Background: an optimization exercise with open tools, aiming at small area and a short achievable clock period. Do not read the settings as production practice.
Where RTL was checked, it was by simulation tests only, not by an equivalence proof against the original.
Power and IR drop assume default switching activity.

## pixel_engine
module pixel_engine (
    input  logic                         pixel_clk,
    input  logic                         reset,
    input  pixel_engine_pkg::coord_t     draw_x,
    input  pixel_engine_pkg::coord_t     draw_y,
    input  logic                         video_on,
    input  pixel_engine_pkg::text_cell_t char_code,
    input  logic [7:0]                   font_row,
    input  logic                         psel,
    input  logic                         penable,
    input  logic                         pwrite,
    input  logic [8-1:0]       paddr,
    input  logic [32-1:0]       pwdata,
    output logic [32-1:0]       prdata,
    output logic                         pready,
    output logic                         pslverr,
    output pixel_engine_pkg::rgb_t       rgb
);
    logic [8*32-1:0] palette;
    logic [16*25-1:0] object_table;
    logic [16-1:0]    hit;
    sprite_regs u_regs (
        .pixel_clk    (pixel_clk),
        .reset        (reset),
        .psel         (psel),
        .penable      (penable),
        .pwrite       (pwrite),
        .paddr        (paddr),
        .pwdata       (pwdata),
        .prdata       (prdata),
        .pready       (pready),
        .pslverr      (pslverr),
        .palette      (palette),
        .object_table (object_table)
    );
  ...
Size: ~2,800 cells after synthesis, roughly 150 I/O pins, about 39,000 µm² of cells after synthesis.
==> flow/config.mk <==
export PLATFORM = sky130hd
export DESIGN_NAME = pixel_engine
export DESIGN_NICKNAME = pixel_engine
export VERILOG_FILES = /design/flow/design.v
export SDC_FILE = /design/flow/constraint.sdc
export NUM_CORES = 4
export LEC_CHECK = 0
export CAP_MARGIN = 20
export CORE_MARGIN = 2
export CORE_UTILIZATION = 40
export SETUP_SLACK_MARGIN = 4.5
export SLEW_MARGIN = 20
export TNS_END_PERCENT = 100
==> flow/constraint.sdc <==
create_clock -name core_clock -period 10.0 [get_ports {pixel_clk}]
set_input_delay 2.0000 -clock core_clock [delete_from_list [all_inputs] [get_ports {pixel_clk}]]
set_output_delay 2.0000 -clock core_clock [all_outputs]
set_load 0.01 [all_outputs]
run.sh (not shown) runs the stock make flow with config.mk's settings and CLKGATE_MAP_FILE= SYNTH_SCRIPT=/design/flow/synth_recipe.tcl, a recipe that flattens the netlist after the stock synthesis.
The starting point completed with no timing, DRC or antenna violations.
Then changed:
Settings changed: SETUP_SLACK_MARGIN 4.5 to 4.0.
Clock skew barely changes.
Area after synthesis stays the same.
Synthesized cell count stays the same.
Design area rose slightly.
Combinational power barely changes.
Core utilization rose by 0.55 points.
Via count rose slightly.
Wire length rose by a few percent.
No run of this note included a check of the RTL's function; only the layout flow was run.

* * *

pixel_engine, a different RTL version from the one above (not shown whole).
Size: roughly 2800 cells after synthesis, about 690 flip-flops, ~150 I/O pins, about 38000 um^2 of cells after synthesis.
clock: 10.0 ns
lec_check: 0
cap_margin: 5
core_margin: 2
core_utilization: 40
cts_cluster_diameter: 100
cts_cluster_size: 24
setup_slack_margin: 3.8
slew_margin: 5
tns_end_percent: 100
standard.sh (not shown) runs the stock make flow with config.mk's settings and CLKGATE_MAP_FILE= SYNTH_SCRIPT=/design/flow/synth_recipe.tcl, a recipe that flattens the netlist after the stock synthesis.
==> flow/flow/run.sh <==
#!/bin/bash
# The standard layout (standard.sh), with plain buffers on the ports in place
# of the delay-cell buffers ORFS picks by default. The make output goes to
# standard.log; ORFS keeps each step's log under orfs/logs.
set -euo pipefail
export BUFFER_PORTS_ARGS="-buffer_cell sky130_fd_sc_hd__buf_2"
bash standard.sh > standard.log 2>&1
==> next run, changes <==
==> flow/flow/run.sh (replaced) <==
#!/bin/bash
# The standard layout (standard.sh), with plain buffers on the ports in place
# of the delay-cell buffers ORFS picks by default, and clock tree synthesis
# without dummy loads. The make output goes to standard.log; ORFS keeps each
# step's log under orfs/logs.
set -euo pipefail
export BUFFER_PORTS_ARGS="-buffer_cell sky130_fd_sc_hd__buf_1"
export CTS_ARGS="-sink_clustering_enable -repair_clock_nets -sink_clustering_size 28 -sink_clustering_max_diameter 120 -dont_use_dummy_load"
bash standard.sh > standard.log 2>&1
Settings changed: CAP_MARGIN 5 to 20, CORE_UTILIZATION 40 to 50, CTS_CLUSTER_DIAMETER 100 to unset, CTS_CLUSTER_SIZE 24 to unset, GPL_ROUTABILITY_DRIVEN set to 0, PLACE_DENSITY set to 0.65, SETUP_SLACK_MARGIN 3.8 to 3.9, SLEW_MARGIN 5 to 20.
After rerunning: The new run completed without violations. Final area fell by 2.2%. Count of clock-buffer cells in the layout is lower by 28. Core utilization rose by 10 points.
==> next run, changes <==
==> flow/flow/run.sh (replaced) <==
#!/bin/bash
# The standard layout (standard.sh), with plain buffers on the ports in place
# of the delay-cell buffers ORFS picks by default. The make output goes to
# standard.log; ORFS keeps each step's log under orfs/logs.
set -euo pipefail
export BUFFER_PORTS_ARGS="-buffer_cell sky130_fd_sc_hd__buf_2"
bash standard.sh > standard.log 2>&1
Settings changed: CORE_UTILIZATION 50 to 40, CTS_CLUSTER_DIAMETER set to 100, CTS_CLUSTER_SIZE set to 24, GPL_ROUTABILITY_DRIVEN 0 to unset, PLACE_DENSITY 0.65 to unset, SETUP_SLACK_MARGIN 3.9 to 3.8.
Effect:
- die area came out higher by 25%
- worst setup slack degrades by 0.076 ns
- core utilization came out lower by 10 points
- clock skew barely changes
- count of clock-buffer cells in the layout came out higher by 25
- routed wire length came out higher by about 8%
==> next run, changes <==
==> flow/flow/run.sh (replaced) <==
#!/bin/bash
# The standard layout (standard.sh), with plain buffers on the ports in place
# of the delay-cell buffers ORFS picks by default, and clock tree synthesis
# without dummy loads. The make output goes to standard.log; ORFS keeps each
# step's log under orfs/logs.
set -euo pipefail
export BUFFER_PORTS_ARGS="-buffer_cell sky130_fd_sc_hd__buf_1"
export CTS_ARGS="-sink_clustering_enable -repair_clock_nets -sink_clustering_size 24 -sink_clustering_max_diameter 100 -dont_use_dummy_load"
bash standard.sh > standard.log 2>&1
Settings changed: CORE_UTILIZATION 40 to 50, CTS_CLUSTER_DIAMETER 100 to unset, CTS_CLUSTER_SIZE 24 to unset, GPL_ROUTABILITY_DRIVEN set to 0, PLACE_DENSITY set to 0.65, SETUP_SLACK_MARGIN 3.8 to 3.7.
Effect: The new run finished with timing, DRC and antenna clean; total power came out lower by about 6%; routed wire length came out lower by about 9%; synthesized area is unchanged; via count came out higher by about 1.3%; maximum frequency came out lower by about 1.4%; final area came out lower by 3.2%; non-clock buffer count came out lower by 17; global-route usage came out higher by 5.3 points; count of clock-buffer cells in the layout came out lower by 18; cell count came out lower by about 8%; hold slack improves by 0.029 ns.
==> next run, changes <==
==> flow/run.sh (new file) <==
#!/bin/bash
# synth_recipe.tcl (not shown) runs the flow's synth.tcl, then flattens the netlist and writes it again
# the make line also repeats each setting of config.mk as NAME=value (left out here)
make -C /OpenROAD-flow-scripts/flow DESIGN_CONFIG=/design/flow/config.mk WORK_HOME=/design/flow/orfs CLKGATE_MAP_FILE= SYNTH_SCRIPT=/design/flow/synth_recipe.tcl finish
Settings changed: CORE_UTILIZATION 50 to 40, CTS_CLUSTER_DIAMETER set to 100, CTS_CLUSTER_SIZE set to 24, GPL_ROUTABILITY_DRIVEN 0 to unset, PLACE_DENSITY 0.65 to unset, SETUP_SLACK_MARGIN 3.7 to 3.4.
removed: flow/flow/run.sh
removed: flow/standard.sh
Effect:
- core utilization goes down by 8.7 points
- total power goes up by 6.0%
- clock skew goes down by 0.0085 ns
- cell count goes up by 9.3%
- first-iteration DRC count goes down by 6.5%

* * *

Setup of lane 1:
pixel_engine again, from the RTL that the note above started with.
Settings: LEC_CHECK=0, CAP_MARGIN=20, CORE_MARGIN=2, CORE_UTILIZATION=40, CTS_CLUSTER_DIAMETER=100, CTS_CLUSTER_SIZE=24, SETUP_SLACK_MARGIN=3.8, SLEW_MARGIN=20, TNS_END_PERCENT=100; clock period 10.0 ns.
==> flow/flow/run.sh <==
#!/bin/bash
# The standard layout (standard.sh), with plain buffers on the ports in place
# of the delay-cell buffers ORFS picks by default, and clock tree synthesis
# without dummy loads. The make output goes to standard.log; ORFS keeps each
# step's log under orfs/logs.
set -euo pipefail
export BUFFER_PORTS_ARGS="-buffer_cell sky130_fd_sc_hd__buf_2"
export CTS_ARGS="-sink_clustering_enable -repair_clock_nets -sink_clustering_size 24 -sink_clustering_max_diameter 100 -dont_use_dummy_load"
bash standard.sh > standard.log 2>&1
No stage failed in lane 1, and the final checks on the layout all came back clean.
> inputs changed (lane 1 -> lane 2)
Settings: CTS_CLUSTER_DIAMETER removed (was 100); CTS_CLUSTER_SIZE removed (was 24).
==> flow/run.sh (new file) <==
#!/bin/bash
# synth_recipe.tcl (not shown) runs the flow's synth.tcl, then flattens the netlist and writes it again
# the make line also repeats each setting of config.mk as NAME=value (left out here)
make -C /OpenROAD-flow-scripts/flow DESIGN_CONFIG=/design/flow/config.mk WORK_HOME=/design/flow/orfs CLKGATE_MAP_FILE= SYNTH_SCRIPT=/design/flow/synth_recipe.tcl finish
removed: flow/flow/run.sh
removed: flow/standard.sh
### Flow results
- Delta (lane 2 minus lane 1): number of multi-input logic gates held; clock skew went down 0.028 ns; number of setup buffers added after CTS went up 47; register-to-register slack went up 0.16 ns.
- Lane 2 ends up with lower clock transition at the register clock pins on the worst setup and hold paths after CTS than lane 1 does.

* * *

pixel_engine, a different RTL version from the one above (not shown whole).
Size in the first run: roughly 2900 cells after synthesis, about 740 flip-flops, about 39000 µm² of cells after synthesis.
// pixel_engine
module pixel_engine (
    input  logic                         pixel_clk,
    input  logic                         reset,
    input  pixel_engine_pkg::coord_t     draw_x,
    input  pixel_engine_pkg::coord_t     draw_y,
    input  logic                         video_on,
    input  pixel_engine_pkg::text_cell_t char_code,
    input  logic [7:0]                   font_row,
    input  logic                         psel,
    input  logic                         penable,
    input  logic                         pwrite,
    input  logic [8-1:0]       paddr,
    input  logic [32-1:0]       pwdata,
    output logic [32-1:0]       prdata,
    output logic                         pready,
    output logic                         pslverr,
    output pixel_engine_pkg::rgb_t       rgb
);
==> flow/config.mk <==
export PLATFORM = sky130hd
export DESIGN_NAME = pixel_engine
export DESIGN_NICKNAME = pixel_engine
export VERILOG_FILES = /design/flow/design.v
export SDC_FILE = /design/flow/constraint.sdc
export NUM_CORES = 4
export LEC_CHECK = 0
export CAP_MARGIN = 20
export CORE_MARGIN = 2
export CORE_UTILIZATION = 40
export SETUP_SLACK_MARGIN = 4.0
export SLEW_MARGIN = 20
export TNS_END_PERCENT = 100
==> flow/constraint.sdc <==
create_clock -name core_clock -period 10.0 [get_ports {pixel_clk}]
set_input_delay 2.0000 -clock core_clock [delete_from_list [all_inputs] [get_ports {pixel_clk}]]
set_output_delay 2.0000 -clock core_clock [all_outputs]
set_load 0.01 [all_outputs]
run.sh (not shown) runs the stock make flow with config.mk's settings and CLKGATE_MAP_FILE= SYNTH_SCRIPT=/design/flow/synth_recipe.tcl, a recipe that flattens the netlist after the stock synthesis.
Stock flow here: none of the scripts above is used.
The starting point passed the timing, design-rule and antenna checks.
Then changed:
- SETUP_SLACK_MARGIN: 4.0 -> 4.5
- core utilization climbs by 0.79 points
- setup slack improves by 0.33 ns
- critical path depth climbs by 2
- power decreases by 2.2%

* * *

Another version of the RTL of pixel_engine (not shown whole).
Size in the first run: about 150 I/O pins, roughly 37,000 µm² of cells after synthesis.
clock: 10.0 ns
lec_check: 0
cap_margin: 20
core_margin: 2
core_utilization: 40
setup_slack_margin: 4.5
slew_margin: 20
tns_end_percent: 100
Next try:
CTS_CLUSTER_DIAMETER = 100   (was not set)
CTS_CLUSTER_SIZE = 24   (was not set)
SETUP_SLACK_MARGIN = 3.8   (was 4.5)
Worst setup slack gets worse by 0.13 ns.
Hold slack hardly moves.
First-iteration DRC count is lower by 7.8%.
Total power decreases by 16%.
Clock-buffer cell count drops by 47.
Die area is unchanged.
Clock skew went up by 0.0042 ns.
Register-to-register slack got worse by 0.10 ns.
Next try:
CTS_CLUSTER_DIAMETER = not set   (was 100)
CTS_CLUSTER_SIZE = not set   (was 24)
The changed run completed without violations.
Clock power grows by 66%.
Sequential share of layout area is lower by 1.1 points.
Utilization came out higher by 1.3 points.
Critical path depth came out higher by 10.
Global-route usage rises by 0.34 points.
Maximum frequency decreases by 0.60%.
Wire length barely changes.
Count of clock-buffer cells in the layout climbs by 53.
Die area stays the same.
Via count came out higher by 1.2%.
Function was not checked in any run of this note: the RTL went through the layout flow alone.

* * *

## build 29
pixel_engine with an RTL version that a note above also has.
Size: ~38000 µm² of cells after synthesis.
export LEC_CHECK = 0
export CAP_MARGIN = 20
export CORE_MARGIN = 2
export CORE_UTILIZATION = 50
export GPL_ROUTABILITY_DRIVEN = 0
export PLACE_DENSITY = 0.65
export SETUP_SLACK_MARGIN = 3.8
export SLEW_MARGIN = 20
export TNS_END_PERCENT = 100
create_clock -name core_clock -period 10.0 [get_ports {pixel_clk}]
standard.sh (not shown) runs the stock make flow with config.mk's settings and CLKGATE_MAP_FILE= SYNTH_SCRIPT=/design/flow/synth_recipe.tcl, a recipe that flattens the netlist after the stock synthesis.
==> flow/flow/run.sh <==
#!/bin/bash
# The standard layout (standard.sh), with plain buffers on the ports in place
# of the delay-cell buffers ORFS picks by default, and clock tree synthesis
# without dummy loads. The make output goes to standard.log; ORFS keeps each
# step's log under orfs/logs.
set -euo pipefail
export BUFFER_PORTS_ARGS="-buffer_cell sky130_fd_sc_hd__buf_1"
export CTS_ARGS="-sink_clustering_enable -repair_clock_nets -sink_clustering_size 24 -sink_clustering_max_diameter 100 -dont_use_dummy_load"
bash standard.sh > standard.log 2>&1
Build 29 closes out successfully: all stages finished, all timing, DRC and antenna checks passed.
Modified inputs, build 68 compared to build 29
Settings: clearing GPL_ROUTABILITY_DRIVEN, which used to be 0; swapping 3.8 for 3.9 in SETUP_SLACK_MARGIN.
diff --git a/flow/flow/run.sh b/flow/flow/run.sh
--- a/flow/flow/run.sh
+++ b/flow/flow/run.sh
@@ -7 +7 @@
-export BUFFER_PORTS_ARGS="-buffer_cell sky130_fd_sc_hd__buf_1"
+export BUFFER_PORTS_ARGS="-buffer_cell sky130_fd_sc_hd__buf_2"
==> summary.txt <==
Hold slack on build 68 is down relative to build 29. Build 68 contains fewer vias than build 29. NOTE: core utilization in build 68 exceeds that of build 29. Diff build 29 -> build 68: routed wire length on met2 saw an increase; first-pass GRT wire length climbed 3.6%; total power moved up; non-clock buffer total of the final layout picked up an extra 33; sequential fraction of design power shows a reduction of 1.0 points.
Changes in build 81 relative to build 68:
Settings: swapping 3.9 for 3.8 in SETUP_SLACK_MARGIN; clearing PLACE_DENSITY, which used to be 0.65; putting CTS_CLUSTER_DIAMETER at 100 where nothing was set; swapping 50 for 40 in CORE_UTILIZATION; putting CTS_CLUSTER_SIZE at 24 where nothing was set.
==> flow/run.sh (new file) <==
#!/bin/bash
# synth_recipe.tcl (not shown) runs the flow's synth.tcl, then flattens the netlist and writes it again
# the make line also repeats each setting of config.mk as NAME=value (left out here)
make -C /OpenROAD-flow-scripts/flow DESIGN_CONFIG=/design/flow/config.mk WORK_HOME=/design/flow/orfs CLKGATE_MAP_FILE= SYNTH_SCRIPT=/design/flow/synth_recipe.tcl finish
removed: flow/flow/run.sh
removed: flow/standard.sh
Number of cells on the critical path: build 81 > build 68. | via count | lower: build 68 |. Startpoint-to-endpoint class of the critical path = in2reg: build 81; startpoint-to-endpoint class of the critical path = in2out: build 68. Summary of the comparison: utilization is lower in build 81, relative to build 68. Between build 68 and build 81, the worst max-slew margin expressed relative to the limit is higher for build 81. Summary of build 81 over build 68: minimum clock period after layout held; sequential share of layout area lost 2.4 points. Power after layout came out higher on build 81 than on build 68.
diff inputs: build 81 => build 33
Settings: changing CORE_UTILIZATION from 40 to 50; removing CTS_CLUSTER_SIZE (formerly 24); removing CTS_CLUSTER_DIAMETER (formerly 100); setting PLACE_DENSITY to 0.65 for the first time.
==> flow/flow/run.sh (new file) <==
#!/bin/bash
# The standard layout (standard.sh), with plain buffers on the ports in place
# of the delay-cell buffers ORFS picks by default, and clock tree synthesis
# without dummy loads. The make output goes to standard.log; ORFS keeps each
# step's log under orfs/logs.
set -euo pipefail
export BUFFER_PORTS_ARGS="-buffer_cell sky130_fd_sc_hd__buf_2"
export CTS_ARGS="-sink_clustering_enable -repair_clock_nets -sink_clustering_size 24 -sink_clustering_max_diameter 100 -dont_use_dummy_load"
bash standard.sh > standard.log 2>&1
==> flow/standard.sh (new file) <==
#!/bin/bash
# synth_recipe.tcl (not shown) runs the flow's synth.tcl, then flattens the netlist and writes it again
# the make line also repeats each setting of config.mk as NAME=value (left out here)
make -C /OpenROAD-flow-scripts/flow DESIGN_CONFIG=/design/flow/config.mk WORK_HOME=/design/flow/orfs CLKGATE_MAP_FILE= SYNTH_SCRIPT=/design/flow/synth_recipe.tcl "${@:-finish}"
removed: flow/run.sh
### Flow results
- As far as clock-pin slew on the worst setup and hold paths is concerned, build 81 and build 33 perform about the same.
- Power: build 33 draws less than build 81
- met3 demand-to-capacity share in global routing for build 33: 5.6 points up relative to build 81
- From build 81 to build 33 the numbers moved as follows: cell count went down, via count went down.
- The fraction of area in multi-input gates of build 33 exceeds that of build 81 by 0.95 points.
Here is what was changed in the inputs of build 67 compared with build 33.
Settings: SETUP_SLACK_MARGIN: 3.8 -> 4.1; PLACE_DENSITY: 0.65 -> unset; CTS_CLUSTER_SIZE: unset -> 24; CORE_UTILIZATION: 50 -> 40; CTS_CLUSTER_DIAMETER: unset -> 100.
==> flow/run.sh (new file) <==
#!/bin/bash
# synth_recipe.tcl (not shown) runs the flow's synth.tcl, then flattens the netlist and writes it again
# the make line also repeats each setting of config.mk as NAME=value (left out here)
make -C /OpenROAD-flow-scripts/flow DESIGN_CONFIG=/design/flow/config.mk WORK_HOME=/design/flow/orfs CLKGATE_MAP_FILE= SYNTH_SCRIPT=/design/flow/synth_recipe.tcl finish
removed: flow/flow/run.sh
removed: flow/standard.sh
==> summary.txt <==
- Overall routing resource usage down 5.3 points in build 67 wrt build 33
- Of build 33 and build 67, build 67 shows the higher count of clock-buffer cells in the layout, with build 33 below it.
- The final reports for build 67 and build 33 show insertion delay of the later-clocked pin in the worst-skew pair higher in the former.
- Changes observed in build 67 relative to build 33: slew at the pin closest to its max-slew limit saw an increase; die area moved up; worst hold slack went down 0.021 ns.
- From build 33 to build 67 the numbers moved as follows: worst setup slack went up by 0.22 ns; first-pass GRT wire length higher; design area went up.

-- what the ideal ports hide --
In the flow no input, the clock included, has a driving cell. The finished layouts below were timed again as built, in two steps. Step 1: set_driving_cell puts a clkbuf_16 on pixel_clk and a buf_2 on each other input, an assumption about the parent block. Step 2 also shifts input and output timing later by t, the mid clock arrival at the registers, as if the neighbouring blocks saw the same clock. Slacks: no drivers / after step 1 / after step 2; pairs: no drivers / after step 1.
| run | t (ns) | slack for setup (ns) | worst setup path at the end | worst slew at a driven data input, ns |
|---|---|---|---|---|
| the first run of note 1 | 0.723 | 3.102 / 3.102 / 3.102 | register to register | 0.12 |
| the second run of note 1 | 0.714 | 3.176 / 3.176 / 3.176 | register to register | 0.18 |
| the first run of note 2 | 0.689 | 3.778 / 3.745 / 3.145 | input to register | 0.07 |
| the second run of note 2 | 0.725 | 3.865 / 3.828 / 3.214 | input to register | 0.15 |
| the third run of note 2 | 0.692 | 3.789 / 3.752 / 3.187 | input to register | 0.07 |
| the fourth run of note 2 | 0.668 | 3.702 / 3.636 / 3.083 | input to register | 0.12 |
| the fifth run of note 2 | 0.686 | 3.252 / 3.299 / 2.613 | input to register | 0.06 |
| lane 1 | 0.670 | 3.785 / 3.764 / 3.117 | input to register | 0.07 |
| lane 2 | 0.724 | 3.801 / 3.784 / 3.122 | input to register | 0.06 |
| the first run of note 4 | 0.746 | 3.402 / 3.365 / 3.365 | input to output | 0.08 |
| the second run of note 4 | 0.719 | 3.732 / 3.647 / 3.647 | input to output | 0.10 |
| the first run of note 5 | 0.740 | 3.824 / 3.745 / 3.207 | input to register | 0.07 |
| the second run of note 5 | 0.679 | 3.692 / 3.649 / 3.105 | input to register | 0.06 |
| the third run of note 5 | 0.718 | 3.654 / 3.657 / 2.940 | input to register | 0.06 |
| build 29 | 0.671 | 3.773 / 3.712 / 3.189 | input to register | 0.11 |
| build 68 | 0.662 | 3.816 / 3.790 / 3.311 | input to register | 0.14 |
| build 81 | 0.685 | 3.815 / 3.799 / 3.175 | input to register | 0.06 |
| build 33 | 0.662 | 3.728 / 3.698 / 3.168 | input to register | 0.14 |
| build 67 | 0.691 | 3.948 / 3.859 / 3.410 | input to register | 0.12 |
After both steps every run listed still meets setup and hold. For the third run of note 5, which loses most, drivers alone change the setup slack by +0.003 ns; drivers and shift together by -0.714 ns.
